Context: an optimization exercise on an open-source flow, tuned for small area. The choices shown serve that exercise and are no tape-out recipe.
Only simulation tests tie the RTL to the original design; equivalence was not proved.
No activity file was given, so power comes from the tool's default toggle rates.

// fse_lms_updater
module fse_lms_updater (
   input  logic         clk,
   input  logic         i_reset,
   input  logic [7:0]   i_is_data_I,
   input  logic [7:0]   i_is_data_Q,
   input  logic         i_ctrl,
   input  logic         i_baud,
   input  logic [11:0]  i_fse_I,
   input  logic [11:0]  i_fse_Q,
   input  logic         i_en_rx,
   input  logic         i_en_lms,
   output logic [71:0]  o_taps_I,
   output logic [71:0]  o_taps_Q,
   output logic         o_en_taps,
   output logic         o_overrun
);
   logic [3:0]  r_cnt;
   logic        r_stale;       
   logic [3:0]  r_fill;        
   logic [8:0]  r_poh;         
   logic        w_idle, w_acc, w_step, w_commit;
   assign w_idle   = (r_cnt == 4'd0);
   assign w_acc    = w_idle & i_baud & i_en_lms;
   assign w_step   = (r_cnt != 4'd0) & (r_cnt <= 4'd9);
   assign w_commit = (r_cnt == 4'd11);
   logic [71:0] r_xI, r_xQ;
   always_ff @(posedge clk) begin
      if (i_ctrl) begin
         r_xI <= {r_xI[63:0], i_is_data_I};
         r_xQ <= {r_xQ[63:0], i_is_data_Q};
      end
   end
   logic [8:0] w_poh, w_sel;
   assign w_poh = w_idle ? 9'h100 : r_poh;
   for (genvar i = 0; i < 9; i++) begin : g_sel
      assign w_sel[i] = w_poh[i] & (r_fill > 4'(i));
   end
   logic [7:0]        w_xrI, w_xrQ;
   always_comb begin
      w_xrI = 8'd0;
      w_xrQ = 8'd0;
      for (int i = 0; i < 9; i++) begin
         w_xrI = w_xrI | ({8{w_sel[i]}} & r_xI[i*8 +: 8]);
         w_xrQ = w_xrQ | ({8{w_sel[i]}} & r_xQ[i*8 +: 8]);
      end
   end
   logic [11:0] w_brI, w_brQ, r_rI, r_rQ;
   assign w_brI[0]   = w_xrI[0] ^ 1'b0;
   assign w_brI[1] = (w_xrI[1] & ~w_xrI[0] & ~1'b0) | (~w_xrI[1] & w_xrI[0] & 1'b0);
   assign w_brI[2] = w_xrI[1];
   assign w_brI[3]   = w_xrI[2] ^ w_xrI[1];
   assign w_brI[4] = (w_xrI[3] & ~w_xrI[2] & ~w_xrI[1]) | (~w_xrI[3] & w_xrI[2] & w_xrI[1]);
   assign w_brI[5] = w_xrI[3];
   assign w_brI[6]   = w_xrI[4] ^ w_xrI[3];
  ...
Size in the first run: ~2000 cells after synthesis, roughly 190 I/O pins, ~33000 µm² of cells after synthesis.
Settings: LEC_CHECK=0, CAP_MARGIN=20, CORE_MARGIN=2, CORE_UTILIZATION=70, GPL_ROUTABILITY_DRIVEN=0, SLEW_MARGIN=20, SYNTH_HIERARCHICAL=1; clock period 13.0 ns.
standard.sh (not shown) runs the stock make flow with config.mk's settings and CLKGATE_MAP_FILE= SYNTH_SCRIPT=/design/flow/synth_recipe.tcl, a recipe that flattens the netlist after the stock synthesis.
==> flow/flow/run.sh <==
#!/bin/bash
# Own layout flow: the standard synthesis (standard.sh synth, unchanged),
# then the drive-1 resizing of flow/downsize.tcl on the synthesized netlist,
# then the standard ORFS layout (standard.sh finish) with minimum-size port
# buffers and a clock tree built without dummy loads from larger sink
# clusters. ORFS writes each tool's full log under orfs/logs/; the output of
# each command run here goes to a log file of its own in this folder.
set -euo pipefail
bash standard.sh synth > make_synth.log 2>&1
R=orfs/results/${FLOW_PLATFORM}/fse_lms_updater/base
LIB_FILE=${FLOW_HOME}/platforms/${FLOW_PLATFORM}/lib/sky130_fd_sc_hd__tt_025C_1v80.lib \
ODB=$R/1_synth.odb MAX_FANOUT=4 \
  openroad -no_init -exit flow/downsize.tcl > downsize.log 2>&1
touch $R/1_synth.sdc
export BUFFER_PORTS_ARGS="-buffer_cell sky130_fd_sc_hd__buf_1"
export CTS_ARGS="-sink_clustering_enable -repair_clock_nets -dont_use_dummy_load -buf_list sky130_fd_sc_hd__clkbuf_16 -sink_clustering_size 30 -sink_clustering_max_diameter 80"
bash standard.sh finish > make_layout.log 2>&1
Other scripts of this flow, unchanged in this note and not shown: flow/flow/downsize.tcl
Next try:
--- a/flow/config.mk
+++ b/flow/config.mk
@@ -9,5 +9,5 @@
 export CORE_MARGIN = 2
 export CORE_UTILIZATION = 70
-export GPL_ROUTABILITY_DRIVEN = 0
+export PLACE_DENSITY_LB_ADDON = 0.0
 export SLEW_MARGIN = 20
 export SYNTH_HIERARCHICAL = 1
What happened: Die area stays the same. Total power climbs by 0.46%. First-iteration DRC count drops by 6.4%. Setup slack is worse by 0.12 ns. Cell area hardly moves. Global-route usage climbs by 1.2 points. Final cell count hardly moves. Synthesized area does not change. Hold slack is worse by 0.0063 ns. Flip-flop and latch count stays the same.
Next try:
--- a/flow/config.mk
+++ b/flow/config.mk
@@ -6,8 +6,7 @@
 export NUM_CORES = 4
 export LEC_CHECK = 0
-export CAP_MARGIN = 20
+export CAP_MARGIN = 5
 export CORE_MARGIN = 2
-export CORE_UTILIZATION = 70
-export PLACE_DENSITY_LB_ADDON = 0.0
-export SLEW_MARGIN = 20
+export CORE_UTILIZATION = 55
+export SLEW_MARGIN = 5
 export SYNTH_HIERARCHICAL = 1
After rerunning:
- area after synthesis is unchanged
- routed wire length is about the same
- hold slack is better by 0.020 ns
- via count went down by a few percent
- cell count went up by a few percent
- die area went up by a quarter to a third
- sequential power went down slightly
- synthesized cell count is unchanged
Next try:
--- a/flow/config.mk
+++ b/flow/config.mk
@@ -6,7 +6,7 @@
 export NUM_CORES = 4
 export LEC_CHECK = 0
-export CAP_MARGIN = 5
+export CAP_MARGIN = 20
 export CORE_MARGIN = 2
-export CORE_UTILIZATION = 55
-export SLEW_MARGIN = 5
+export CORE_UTILIZATION = 72
+export SLEW_MARGIN = 20
 export SYNTH_HIERARCHICAL = 1
Effect: The new run ran to the end with no violations; total power came out lower slightly; setup slack got worse by 0.0047 ns; clock power came out lower by roughly a tenth; synthesized cell count stays the same; non-clock buffer count came out lower by 3.

## port drivers added, routing unchanged
No port has a modelled driver above. Below, the same layouts with a new extraction and two added sets of constraints.
Step 1 (the two cells are an assumption about what drives the block):
set clk [get_ports {clk}]
set_driving_cell -lib_cell sky130_fd_sc_hd__clkbuf_16 $clk
set_driving_cell -lib_cell sky130_fd_sc_hd__buf_2 [delete_from_list [all_inputs] $clk]
Step 2, shift: input delay + t, output delay - t, t = (earliest + latest rising clock arrival at the registers) / 2. This alone moves slack from input paths to output paths.
a / b / c = ideal / step 1 / step 2; a / b = the first two.
| run | t, ns | setup WS [ns] | pins driven straight from the clock port |
|---|---|---|---|
| the first run | 0.656 | 0.882 / 0.882 / 0.882 | 1 |
| the second run | 0.653 | 0.759 / 0.759 / 0.759 | 1 |
| the third run | 0.608 | 0.835 / 0.835 / 0.835 | 1 |
| the fourth run | 0.655 | 0.831 / 0.831 / 0.831 | 1 |
After both steps every run listed still meets setup and hold.
